Context: an optimization exercise on an open-source flow, tuned for small area, a short achievable clock period and few clock cycles per item. The choices shown serve that exercise and are no tape-out recipe.
At most, simulation tests tie the RTL to the original design; equivalence was not proved.
The flow treats the clock pin as an ideal source, which a real chip does not have.
No activity file was given, so power comes from the tool's default toggle rates.

## trial 79
==> flow/design.v <==
`default_nettype none
package fsubm_pkg;
  localparam int CAP    = 16;    
  localparam int ADDR_W = 5;
  localparam int DATA_W = 64;
  localparam logic [1:0] REG_FIRST  = 2'd0;
  localparam logic [1:0] REG_NEXT   = 2'd1;
  localparam logic [1:0] REG_LENGTH = 2'd2;
endpackage
`default_nettype wire
`default_nettype none
module fsubm_front
(
  input  wire logic       clk,
  input  wire logic       rst,
  input  wire logic       in_valid,
  output logic            in_ready,
  input  wire logic [7:0] hay_byte,
  input  wire logic       last_byte,
  output logic            a_v,
  output logic [7:0]      a_byte,
  output logic            a_last,
  input  wire logic       out_valid_nx
);
  logic rdy;
  logic a_v_nx;
  assign in_ready = rdy;
  assign a_v_nx   = !rdy || in_valid;
  always_ff @(posedge clk) begin
    if (rst) begin
      a_v <= 1'b0;
      rdy <= 1'b1;
    end else begin
      a_v <= a_v_nx;
      rdy <= !(a_v_nx && out_valid_nx);
    end
  end
  always_ff @(posedge clk) begin
    if (rdy) begin
      a_byte <= hay_byte;
      a_last <= last_byte;
    end
  end
endmodule
`default_nettype wire
`default_nettype none
module fsubm_back
(
  input  wire logic         clk,
  input  wire logic         rst,
  input  wire logic [63:0]  cfg_first,
  input  wire logic [63:0]  cfg_next,
  input  wire logic [4:0]   cfg_len,
  input  wire logic [15:0]  len_sel,
  input  wire logic         len_zero,
  input  wire logic         a_v,
  input  wire logic [7:0]   a_byte,
  input  wire logic         a_last,
  output logic              out_valid_nx,
  output logic              out_valid,
  input  wire logic         out_ready,
  output logic              found,
  output logic [31:0]       offset
);
  logic [127:0] needle;
  logic [15:0]  eq;
  logic [15:0]  d;
  logic [15:0]  d_nx;
  logic [15:0]  pre;
  logic         prev_last;
  logic         r_v;
  logic         r_first;
  logic         r_last;
  logic         r_match;
  logic         m_nx;
  logic         matched;
  logic [31:0]  cnt;
  logic [31:0]  carry;
  logic [31:0]  cnt_tog;
  logic [15:0]  sel;
  logic [31:0]  init;
  logic         proceed;
  logic         step;
  logic         res;
  assign needle  = {cfg_next, cfg_first};
  assign proceed = !out_valid;
  assign offset  = cnt;
  assign sel = len_sel;
  always_comb begin
    if (cfg_len[4]) begin
      init = 32'hFFFF_FFF1;
    end else if (cfg_len[3:0] == 4'd0) begin
      init = 32'd0;
    end else begin
      init = 32'd1 - 32'(cfg_len[3:0]);
    end
  end
  always_comb begin
    for (int j = 0; j < 16; j++) begin
      eq[j] = (a_byte == needle[8*j +: 8]);
    end
    pre[0] = sel[0];
    for (int j = 1; j < 16; j++) begin
      pre[j] = sel[j] && d[j-1] && !prev_last;
    end
    d_nx[0] = eq[0];
    for (int j = 1; j < 16; j++) begin
      d_nx[j] = eq[j] && d[j-1] && !prev_last;
    end
  end
  assign m_nx = (|(eq & pre)) || (len_zero && prev_last);
  always_ff @(posedge clk) begin
    if (proceed && a_v) begin
      d <= d_nx;
    end
  end
  always_ff @(posedge clk) begin
    if (rst) begin
      prev_last <= 1'b1;
      r_v       <= 1'b0;
    end else if (proceed) begin
      r_v <= a_v;
      if (a_v) begin
        prev_last <= a_last;
      end
    end
  end
  always_ff @(posedge clk) begin
    if (proceed) begin
      r_first <= prev_last;
      r_last  <= a_last;
      r_match <= m_nx;
    end
  end
  assign step = proceed && r_v;
  assign res  = r_v && !matched && (r_match || r_last);
  assign out_valid_nx = out_valid ? !out_ready : res;
  always_ff @(posedge clk) begin
    if (rst) begin
      matched   <= 1'b0;
      out_valid <= 1'b0;
    end else begin
      out_valid <= out_valid_nx;
      if (step) begin
        matched <= !r_last && (matched || r_match);
      end
    end
  end
  always_comb begin
    carry[0] = 1'b1;
    for (int i = 1; i < 32; i++) begin
      carry[i] = carry[i-1] && cnt[i-1];
    end
  end
  assign cnt_tog = cnt ^ ({32{step}} & carry);
  always_ff @(posedge clk) begin
    found <= out_valid ? (found && !out_ready) : r_match;
    if (step && r_last && !r_match) begin
      cnt <= '0;
    end else if (step && r_first) begin
      cnt <= init;
    end else begin
      cnt <= cnt_tog;
    end
  end
endmodule
`default_nettype wire
`default_nettype none
module first_substring_match_top
(
  input  wire logic              clk,
  input  wire logic              rst,
  input  wire logic              in_valid,
  output logic                   in_ready,
  input  wire logic [7:0]        hay_byte,
  input  wire logic              last_byte,
  output logic                   out_valid,
  input  wire logic              out_ready,
  output logic                   found,
  output logic [31:0]            offset,
  input  wire logic              psel,
  input  wire logic              penable,
  input  wire logic              pwrite,
  input  wire logic [4:0]        paddr,
  input  wire logic [63:0]       pwdata,
  output logic [63:0]            prdata,
  output logic                   pready
);
  logic [63:0] cfg_first;
  logic [63:0] cfg_next;
  logic [4:0]  cfg_len;
  logic        wr_first;
  logic        wr_next;
  logic        wr_len;
  logic        setup_wr;
  logic        rst_r;
  logic [63:0] wdata;
  logic [4:0]  len_nx;
  logic [15:0] len_sel;
  logic        len_zero;
  logic        a_v;
  logic [7:0]  a_byte;
  logic        a_last;
  logic        out_valid_nx;
  assign pready   = 1'b1;
  assign setup_wr = psel && !penable && pwrite;
  always_ff @(posedge clk) begin
    if (rst) begin
      wr_first <= 1'b0;
      wr_next  <= 1'b0;
      wr_len   <= 1'b0;
    end else begin
      wr_first <= setup_wr && (paddr[4:3] == 2'd0);
      wr_next  <= setup_wr && (paddr[4:3] == 2'd1);
      wr_len   <= setup_wr && (paddr[4:3] == 2'd2);
    end
  end
  always_ff @(posedge clk) begin
    rst_r <= rst;
  end
  assign wdata = rst_r ? 64'd0 : pwdata;
  always_ff @(posedge clk) begin
    if (wr_first || rst_r) cfg_first <= wdata;
    if (wr_next  || rst_r) cfg_next  <= wdata;
    cfg_len <= len_nx;
  end
  assign len_nx = (wr_len || rst_r) ? wdata[4:0] : cfg_len;
  always_ff @(posedge clk) begin
    for (int j = 0; j < 15; j++) begin
      len_sel[j] <= !len_nx[4] && (len_nx[3:0] == 4'(j + 1));
    end
    len_sel[15] <= len_nx[4];
    len_zero    <= (len_nx == 5'd0);
  end
  always_ff @(posedge clk) begin
    case (rst_r ? 2'd3 : paddr[4:3])
      2'd0:    prdata <= cfg_first;
      2'd1:    prdata <= cfg_next;
      2'd2:    prdata <= {59'd0, cfg_len};
      default: prdata <= '0;
    endcase
  end
  fsubm_front u_front (
    .clk       (clk),
    .rst       (rst),
    .in_valid  (in_valid),
    .in_ready  (in_ready),
    .hay_byte  (hay_byte),
    .last_byte (last_byte),
    .a_v       (a_v),
    .a_byte    (a_byte),
    .a_last    (a_last),
    .out_valid_nx (out_valid_nx)
  );
  fsubm_back u_back (
    .clk       (clk),
    .rst       (rst),
    .cfg_first (cfg_first),
    .cfg_next  (cfg_next),
    .cfg_len   (cfg_len),
    .len_sel   (len_sel),
    .len_zero  (len_zero),
    .a_v       (a_v),
    .a_byte    (a_byte),
    .a_last    (a_last),
    .out_valid_nx (out_valid_nx),
    .out_valid (out_valid),
    .out_ready (out_ready),
    .found     (found),
    .offset    (offset)
  );
endmodule
`default_nettype wire
export LEC_CHECK = 0
export ABC_CLOCK_PERIOD_IN_PS = 2500
export CAP_MARGIN = 20
export CORE_MARGIN = 2
export CORE_UTILIZATION = 60
export CTS_CLUSTER_DIAMETER = 100
export CTS_CLUSTER_SIZE = 30
export SETUP_SLACK_MARGIN = 4.7
export SLEW_MARGIN = 20
export BUFFER_PORTS_ARGS = -buffer_cell sky130_fd_sc_hd__buf_2
create_clock -name core_clock -period 7.0 [get_ports {clk}]
standard.sh (not shown) runs the stock make flow with config.mk's settings and CLKGATE_MAP_FILE= SYNTH_SCRIPT=/design/flow/synth_recipe.tcl, a recipe that flattens the netlist after the stock synthesis.
==> flow/flow/run.sh <==
#!/bin/bash
# Standard layout, with the port buffers made of buf_2 instead of the
# cell buffer_ports picks by default.
echo 'export BUFFER_PORTS_ARGS = -buffer_cell sky130_fd_sc_hd__buf_2' >> config.mk
bash standard.sh > standard.log 2>&1
The following lists how trial 67 was set up differently from trial 79:
--- a/flow/design.v
+++ b/flow/design.v
@@ -18,16 +18,17 @@
   input  wire logic [7:0] hay_byte,
   input  wire logic       last_byte,
   output logic            a_v,
   output logic [7:0]      a_byte,
   output logic            a_last,
+  input  wire logic       out_ready,
   input  wire logic       out_valid_nx
 );
   logic rdy;
   logic a_v_nx;
   assign in_ready = rdy;
-  assign a_v_nx   = !rdy || in_valid;
+  assign a_v_nx   = rdy ? in_valid : !out_ready;
   always_ff @(posedge clk) begin
     if (rst) begin
       a_v <= 1'b0;
       rdy <= 1'b1;
     end else begin
@@ -49,12 +50,10 @@
   input  wire logic         clk,
   input  wire logic         rst,
   input  wire logic [63:0]  cfg_first,
   input  wire logic [63:0]  cfg_next,
   input  wire logic [4:0]   cfg_len,
-  input  wire logic [15:0]  len_sel,
-  input  wire logic         len_zero,
   input  wire logic         a_v,
   input  wire logic [7:0]   a_byte,
   input  wire logic         a_last,
   output logic              out_valid_nx,
   output logic              out_valid,
@@ -73,22 +72,28 @@
   logic         r_last;
   logic         r_match;
   logic         m_nx;
   logic         matched;
   logic [31:0]  cnt;
-  logic [31:0]  carry;
-  logic [31:0]  cnt_tog;
+  logic [31:0]  cnt_step;
   logic [15:0]  sel;
+  logic         len_zero;
   logic [31:0]  init;
+  logic         hold;
   logic         proceed;
   logic         step;
   logic         res;
   assign needle  = {cfg_next, cfg_first};
-  assign proceed = !out_valid;
+  assign hold    = out_valid && !out_ready;
+  assign proceed = !hold;
   assign offset  = cnt;
-  assign sel = len_sel;
   always_comb begin
+    for (int j = 0; j < 15; j++) begin
+      sel[j] = !cfg_len[4] && (cfg_len[3:0] == 4'(j + 1));
+    end
+    sel[15]  = cfg_len[4];
+    len_zero = (cfg_len == 5'd0);
     if (cfg_len[4]) begin
       init = 32'hFFFF_FFF1;
     end else if (cfg_len[3:0] == 4'd0) begin
       init = 32'd0;
     end else begin
@@ -132,11 +137,11 @@
       r_match <= m_nx;
     end
   end
   assign step = proceed && r_v;
   assign res  = r_v && !matched && (r_match || r_last);
-  assign out_valid_nx = out_valid ? !out_ready : res;
+  assign out_valid_nx = hold || res;
   always_ff @(posedge clk) begin
     if (rst) begin
       matched   <= 1'b0;
       out_valid <= 1'b0;
     end else begin
@@ -144,25 +149,19 @@
       if (step) begin
         matched <= !r_last && (matched || r_match);
       end
     end
   end
-  always_comb begin
-    carry[0] = 1'b1;
-    for (int i = 1; i < 32; i++) begin
-      carry[i] = carry[i-1] && cnt[i-1];
-    end
-  end
-  assign cnt_tog = cnt ^ ({32{step}} & carry);
-  always_ff @(posedge clk) begin
-    found <= out_valid ? (found && !out_ready) : r_match;
+  assign cnt_step = cnt + 32'(step);
+  always_ff @(posedge clk) begin
+    found <= (hold && found) || (!hold && r_match);
     if (step && r_last && !r_match) begin
       cnt <= '0;
     end else if (step && r_first) begin
       cnt <= init;
     end else begin
-      cnt <= cnt_tog;
+      cnt <= cnt_step;
     end
   end
 endmodule
 `default_nettype wire
 `default_nettype none
@@ -193,13 +192,10 @@
   logic        wr_next;
   logic        wr_len;
   logic        setup_wr;
   logic        rst_r;
   logic [63:0] wdata;
-  logic [4:0]  len_nx;
-  logic [15:0] len_sel;
-  logic        len_zero;
   logic        a_v;
   logic [7:0]  a_byte;
   logic        a_last;
   logic        out_valid_nx;
   assign pready   = 1'b1;
@@ -220,19 +216,11 @@
   end
   assign wdata = rst_r ? 64'd0 : pwdata;
   always_ff @(posedge clk) begin
     if (wr_first || rst_r) cfg_first <= wdata;
     if (wr_next  || rst_r) cfg_next  <= wdata;
-    cfg_len <= len_nx;
-  end
-  assign len_nx = (wr_len || rst_r) ? wdata[4:0] : cfg_len;
-  always_ff @(posedge clk) begin
-    for (int j = 0; j < 15; j++) begin
-      len_sel[j] <= !len_nx[4] && (len_nx[3:0] == 4'(j + 1));
-    end
-    len_sel[15] <= len_nx[4];
-    len_zero    <= (len_nx == 5'd0);
+    if (wr_len   || rst_r) cfg_len   <= wdata[4:0];
   end
   always_ff @(posedge clk) begin
     case (rst_r ? 2'd3 : paddr[4:3])
       2'd0:    prdata <= cfg_first;
       2'd1:    prdata <= cfg_next;
@@ -248,20 +236,19 @@
     .hay_byte  (hay_byte),
     .last_byte (last_byte),
     .a_v       (a_v),
     .a_byte    (a_byte),
     .a_last    (a_last),
+    .out_ready (out_ready),
     .out_valid_nx (out_valid_nx)
   );
   fsubm_back u_back (
     .clk       (clk),
     .rst       (rst),
     .cfg_first (cfg_first),
     .cfg_next  (cfg_next),
     .cfg_len   (cfg_len),
-    .len_sel   (len_sel),
-    .len_zero  (len_zero),
     .a_v       (a_v),
     .a_byte    (a_byte),
     .a_last    (a_last),
     .out_valid_nx (out_valid_nx),
     .out_valid (out_valid),
==> comparison <==
Across trial 79 and trial 67, the outcome is the same: a clean finish for every run.
Against trial 79, the final cell area of trial 67 is higher.
Register bit total from synthesis: trial 67 < trial 79
Relative to trial 79, maximum single-stage delay on the critical path has gone down in trial 67.
Against trial 79, worst hold margin in trial 67 came out worse.
Met2 usage in global routing: lower on trial 79
Final period utilization ends up higher on trial 67.
Compared with trial 79, trial 67 shows a higher fraction of standard cell area in multi-input logic.
The proportion of total power due to net switching in trial 67 sits 1.6 points above the value recorded for trial 79.
Trial 67 against trial 79; number of tap instances is down by a few percent.
Looking at endpoint of the most critical setup path, the in_ready result is from trial 79; the u_back.cnt[29] one comes from trial 67.
Summary of trial 67 over trial 79: setup slack shrank by 0.35 ns; initial antenna violation count dropped 1; area after synthesis went down.
The higher total power consumption of the routed design came out of trial 67.
Testbench counts of trial 67, summed over its fixed seeds: cycles 381,470, bytes 379,052.
For trial 79, only the layout was checked, not whether the RTL still works.

* * *

Starts from the design.v that is shown in full above.
clock: 7.0 ns
lec_check: 0
abc_clock_period_in_ps: 2000
cap_margin: 20
core_margin: 2
core_utilization: 60
cts_cluster_diameter: 100
cts_cluster_size: 30
setup_slack_margin: 4.55
slew_margin: 20
buffer_ports_args: -buffer_cell sky130_fd_sc_hd__buf_2
Scripts as last shown in full above: flow/flow/run.sh
Change:
--- a/flow/design.v
+++ b/flow/design.v
@@ -21,10 +21,13 @@
   output logic [7:0]      a_byte,
   output logic            a_last,
+  input  wire logic       out_valid,
   input  wire logic       out_valid_nx
 );
   logic rdy;
+  logic a_free;
   logic a_v_nx;
   assign in_ready = rdy;
-  assign a_v_nx   = !rdy || in_valid;
+  assign a_free   = !(a_v && out_valid);
+  assign a_v_nx   = !a_free || in_valid;
   always_ff @(posedge clk) begin
     if (rst) begin
@@ -37,5 +40,5 @@
   end
   always_ff @(posedge clk) begin
-    if (rdy) begin
+    if (a_free) begin
       a_byte <= hay_byte;
       a_last <= last_byte;
@@ -251,4 +254,5 @@
     .a_byte    (a_byte),
     .a_last    (a_last),
+    .out_valid (out_valid),
     .out_valid_nx (out_valid_nx)
   );
Effect:
- cell count fell slightly
- flip-flop and latch count is unchanged
- worst setup slack gains 82 ps
- power is lower by a few percent
- via count stays flat
- final area decreases slightly
- clock-buffer cell count does not change
- maximum frequency went up by a few percent
Testbench counts after the change, summed over its fixed seeds: cycles 381,470, bytes 379,052.
The RTL of the first run of this note was laid out without a check of its function.

* * *

## red
Another version of the RTL of first_substring_match_top (not shown whole).
For scale: about 920 cells after synthesis, roughly 190 I/O pins, roughly 0.012 mm^2 of cells after synthesis.
==> module fsubm_back, before the edit <==
module fsubm_back
(
  input  wire logic         clk,
  input  wire logic         rst,
  input  wire logic [63:0]  cfg_first,
  input  wire logic [63:0]  cfg_next,
  input  wire logic [4:0]   cfg_len,
  input  wire logic [15:0]  len_sel,
  input  wire logic         len_zero,
  input  wire logic         a_v,
  input  wire logic [7:0]   a_byte,
  input  wire logic         a_last,
  output logic              proceed,
  output logic              out_valid,
  input  wire logic         out_ready,
  output logic              found,
  output logic [31:0]       offset
);
  logic [127:0] needle;
  logic [15:0]  eq;
  logic [15:0]  d;
  logic [15:0]  d_nx;
  logic [15:0]  pre;
  logic         prev_last;
  logic         r_v;
  logic         r_first;
  logic         r_last;
  logic         r_match;
  logic         m_nx;
  logic         matched;
  logic [31:0]  cnt;
  logic [15:0]  sel;
  logic [31:0]  init;
  logic         hold;
  logic         out_valid_nx;
  logic         step;
  logic         res;
  assign needle  = {cfg_next, cfg_first};
  assign hold    = out_valid && !out_ready;
  assign proceed = !hold;
  assign offset  = cnt;
  assign sel = len_sel;
  always_comb begin
    if (cfg_len[4]) begin
      init = 32'hFFFF_FFF1;
    end else if (cfg_len[3:0] == 4'd0) begin
      init = 32'd0;
    end else begin
      init = 32'd1 - 32'(cfg_len[3:0]);
    end
  end
  always_comb begin
    for (int j = 0; j < 16; j++) begin
      eq[j] = (a_byte == needle[8*j +: 8]);
    end
    pre[0] = sel[0];
    for (int j = 1; j < 16; j++) begin
      pre[j] = sel[j] && d[j-1] && !prev_last;
    end
    d_nx[0] = eq[0];
    for (int j = 1; j < 16; j++) begin
      d_nx[j] = eq[j] && d[j-1] && !prev_last;
    end
  end
  assign m_nx = (|(eq & pre)) || (len_zero && prev_last);
  always_ff @(posedge clk) begin
    if (proceed && a_v) begin
      d <= d_nx;
    end
  end
  always_ff @(posedge clk) begin
    if (rst) begin
      prev_last <= 1'b1;
      r_v       <= 1'b0;
    end else if (proceed) begin
      r_v <= a_v;
      if (a_v) begin
        prev_last <= a_last;
      end
    end
  end
  always_ff @(posedge clk) begin
    if (proceed) begin
      r_first <= prev_last;
      r_last  <= a_last;
      r_match <= m_nx;
    end
  end
  assign step = proceed && r_v;
  assign res  = r_v && !matched && (r_match || r_last);
  assign out_valid_nx = hold || res;
  always_ff @(posedge clk) begin
    if (rst) begin
      matched   <= 1'b0;
      out_valid <= 1'b0;
    end else begin
      out_valid <= out_valid_nx;
      if (step) begin
        matched <= !r_last && (matched || r_match);
      end
    end
  end
  always_ff @(posedge clk) begin
    if (proceed) begin
      found <= r_match;
    end
    if (step) begin
      if (r_last && !r_match) begin
        cnt <= '0;
      end else if (r_first) begin
        cnt <= init;
      end else begin
        cnt <= cnt + 32'd1;
      end
    end
  end
endmodule
==> module first_substring_match_top, before the edit <==
module first_substring_match_top
(
  input  wire logic              clk,
  input  wire logic              rst,
  input  wire logic              in_valid,
  output logic                   in_ready,
  input  wire logic [7:0]        hay_byte,
  input  wire logic              last_byte,
  output logic                   out_valid,
  input  wire logic              out_ready,
  output logic                   found,
  output logic [31:0]            offset,
  input  wire logic              psel,
  input  wire logic              penable,
  input  wire logic              pwrite,
  input  wire logic [4:0]        paddr,
  input  wire logic [63:0]       pwdata,
  output logic [63:0]            prdata,
  output logic                   pready
);
  logic [63:0] cfg_first;
  logic [63:0] cfg_next;
  logic [4:0]  cfg_len;
  logic        wr_first;
  logic        wr_next;
  logic        wr_len;
  logic        setup_wr;
  logic        rst_r;
  logic [63:0] wdata;
  logic [4:0]  len_nx;
  logic [15:0] len_sel;
  logic        len_zero;
  logic        a_v;
  logic [7:0]  a_byte;
  logic        a_last;
  logic        proceed;
  assign pready   = 1'b1;
  assign setup_wr = psel && !penable && pwrite;
  always_ff @(posedge clk) begin
    if (rst) begin
      wr_first <= 1'b0;
      wr_next  <= 1'b0;
      wr_len   <= 1'b0;
    end else begin
      wr_first <= setup_wr && (paddr[4:3] == 2'd0);
      wr_next  <= setup_wr && (paddr[4:3] == 2'd1);
      wr_len   <= setup_wr && (paddr[4:3] == 2'd2);
    end
  end
  always_ff @(posedge clk) begin
    rst_r <= rst;
  end
  assign wdata = rst_r ? 64'd0 : pwdata;
  always_ff @(posedge clk) begin
    if (wr_first || rst_r) cfg_first <= wdata;
    if (wr_next  || rst_r) cfg_next  <= wdata;
    cfg_len <= len_nx;
  end
  assign len_nx = (wr_len || rst_r) ? wdata[4:0] : cfg_len;
  always_ff @(posedge clk) begin
    for (int j = 0; j < 15; j++) begin
      len_sel[j] <= !len_nx[4] && (len_nx[3:0] == 4'(j + 1));
    end
    len_sel[15] <= len_nx[4];
    len_zero    <= (len_nx == 5'd0);
  end
  always_ff @(posedge clk) begin
    case (rst_r ? 2'd3 : paddr[4:3])
      2'd0:    prdata <= cfg_first;
      2'd1:    prdata <= cfg_next;
      2'd2:    prdata <= {59'd0, cfg_len};
      default: prdata <= '0;
    endcase
  end
  fsubm_front u_front (
    .clk       (clk),
    .rst       (rst),
    .in_valid  (in_valid),
    .in_ready  (in_ready),
    .hay_byte  (hay_byte),
    .last_byte (last_byte),
    .a_v       (a_v),
    .a_byte    (a_byte),
    .a_last    (a_last),
    .proceed   (proceed)
  );
  fsubm_back u_back (
    .clk       (clk),
    .rst       (rst),
    .cfg_first (cfg_first),
    .cfg_next  (cfg_next),
    .cfg_len   (cfg_len),
    .len_sel   (len_sel),
    .len_zero  (len_zero),
    .a_v       (a_v),
    .a_byte    (a_byte),
    .a_last    (a_last),
    .proceed   (proceed),
    .out_valid (out_valid),
    .out_ready (out_ready),
    .found     (found),
    .offset    (offset)
  );
endmodule
export LEC_CHECK = 0
export ABC_CLOCK_PERIOD_IN_PS = 1500
export CAP_MARGIN = 20
export CORE_MARGIN = 2
export CORE_UTILIZATION = 60
export CTS_CLUSTER_DIAMETER = 100
export CTS_CLUSTER_SIZE = 30
export SETUP_SLACK_MARGIN = 4.6
export SLEW_MARGIN = 20
export BUFFER_PORTS_ARGS = -buffer_cell sky130_fd_sc_hd__buf_2
export POST_CTS_TCL = /design/flow/flow/flatten_cts.tcl
create_clock -name core_clock -period 7.0 [get_ports {clk}]
==> flow/flow/run.sh <==
#!/bin/bash
# Standard layout with two changes: the port buffers are buf_2 instead of
# the cell buffer_ports picks by default, and after CTS the clock tree's
# middle level is removed and its root split in three (flatten_cts.tcl), so
# that every register is two buffers from the clock port.
echo 'export BUFFER_PORTS_ARGS = -buffer_cell sky130_fd_sc_hd__buf_2' >> config.mk
echo "export POST_CTS_TCL = $PWD/flow/flatten_cts.tcl" >> config.mk
bash standard.sh > standard.log 2>&1
Other scripts of this flow, unchanged in this note and not shown: flow/flow/flatten_cts.tcl
Testbench counts of red, summed over its fixed seeds: cycles 379,225, bytes 379,052.
Changes in blue relative to red:
--- a/flow/design.v
+++ b/flow/design.v
@@ -83,6 +83,7 @@
   logic [15:0]  d_nx;
   logic [15:0]  pre;
   logic         prev_last;
+  logic         mid;
   logic         r_v;
   logic         r_first;
   logic         r_last;
@@ -120,7 +121,7 @@
     end
     d_nx[0] = eq[0];
     for (int j = 1; j < 16; j++) begin
-      d_nx[j] = eq[j] && d[j-1] && !prev_last;
+      d_nx[j] = eq[j] && d[j-1] && mid;
     end
   end
   assign m_nx = (|(eq & pre)) || (len_zero && prev_last);
@@ -132,11 +133,13 @@
   always_ff @(posedge clk) begin
     if (rst) begin
       prev_last <= 1'b1;
+      mid       <= 1'b0;
       r_v       <= 1'b0;
     end else if (proceed) begin
       r_v <= a_v;
       if (a_v) begin
         prev_last <= a_last;
+        mid       <= !a_last;
       end
     end
   end
@@ -239,10 +242,10 @@
   assign len_nx = (wr_len || rst_r) ? wdata[4:0] : cfg_len;
   always_ff @(posedge clk) begin
     for (int j = 0; j < 15; j++) begin
-      len_sel[j] <= !len_nx[4] && (len_nx[3:0] == 4'(j + 1));
-    end
-    len_sel[15] <= len_nx[4];
-    len_zero    <= (len_nx == 5'd0);
+      len_sel[j] <= !rst_r && !cfg_len[4] && (cfg_len[3:0] == 4'(j + 1));
+    end
+    len_sel[15] <= !rst_r && cfg_len[4];
+    len_zero    <= rst_r || (cfg_len == 5'd0);
   end
   always_ff @(posedge clk) begin
     case (rst_r ? 2'd3 : paddr[4:3])
Findings:
Going from red to blue, clock period minus worst slack down 0.012 ns, number of design-rule violations left by the first detailed-router iteration down 62, mux contribution to synthesized area down 0.35 points, area overhead of the layout relative to synthesis down 0.70 points, fraction of standard cell area that is sequential up 0.31 points.
Lower combinational power was reported by red, not blue.
In the reports for blue and red, the larger total routing usage reported by global routing belongs to red.
When the final numbers for blue and red were put side by side, the proportion of cell area occupied by multi-input gates turned out to be greater in blue.
Relative to red, count of sequential standard cells increased by 2 in blue.
Clock group total power down about 0.9% in blue wrt red
Normalized max-slew margin sits higher in blue than in red.
blue ended up with offset[1] as its timing endpoint of the critical path; red ended up with len_sel[4]$_DFF_P_.
Testbench counts of blue, summed over its fixed seeds: cycles 379,225, bytes 379,052.

## re-timing with driven ports
The results above use ideal ports. As a check the final layouts listed here were re-extracted and re-timed, cells and wires unchanged.
Step 1: set_driving_cell puts a clkbuf_16 on clk and a buf_2 on each other input, an assumption about the parent block.
Step 2 also shifts input and output timing later by t, the mid clock arrival at the registers, as if the neighbouring blocks saw the same clock.
Slacks: ideal ports / drivers / drivers and shift; pairs: ideal ports / drivers.
run	t, ns	setup slack, ns	latest minus earliest clock arrival (ns)	slew at the worst register clock pin (ns)
trial 79	0.523	4.550 / 4.509 / 4.207	0.029 / 0.028	0.12 / 0.12
trial 67	0.529	4.199 / 4.208 / 3.679	0.019 / 0.018	0.12 / 0.12
the first run of note 2	0.541	4.497 / 4.453 / 4.113	0.043 / 0.043	0.12 / 0.12
the second run of note 2	0.526	4.579 / 4.533 / 4.219	0.015 / 0.015	0.11 / 0.11
red	0.403	4.638 / 4.564 / 4.291	0.044 / 0.045	0.12 / 0.12
blue	0.402	4.649 / 4.569 / 4.274	0.025 / 0.025	0.12 / 0.12
After both steps every run listed still meets setup and hold. The setup slack of trial 67, which loses most, moves by +0.009 ns with the drivers and by -0.520 ns with both steps.
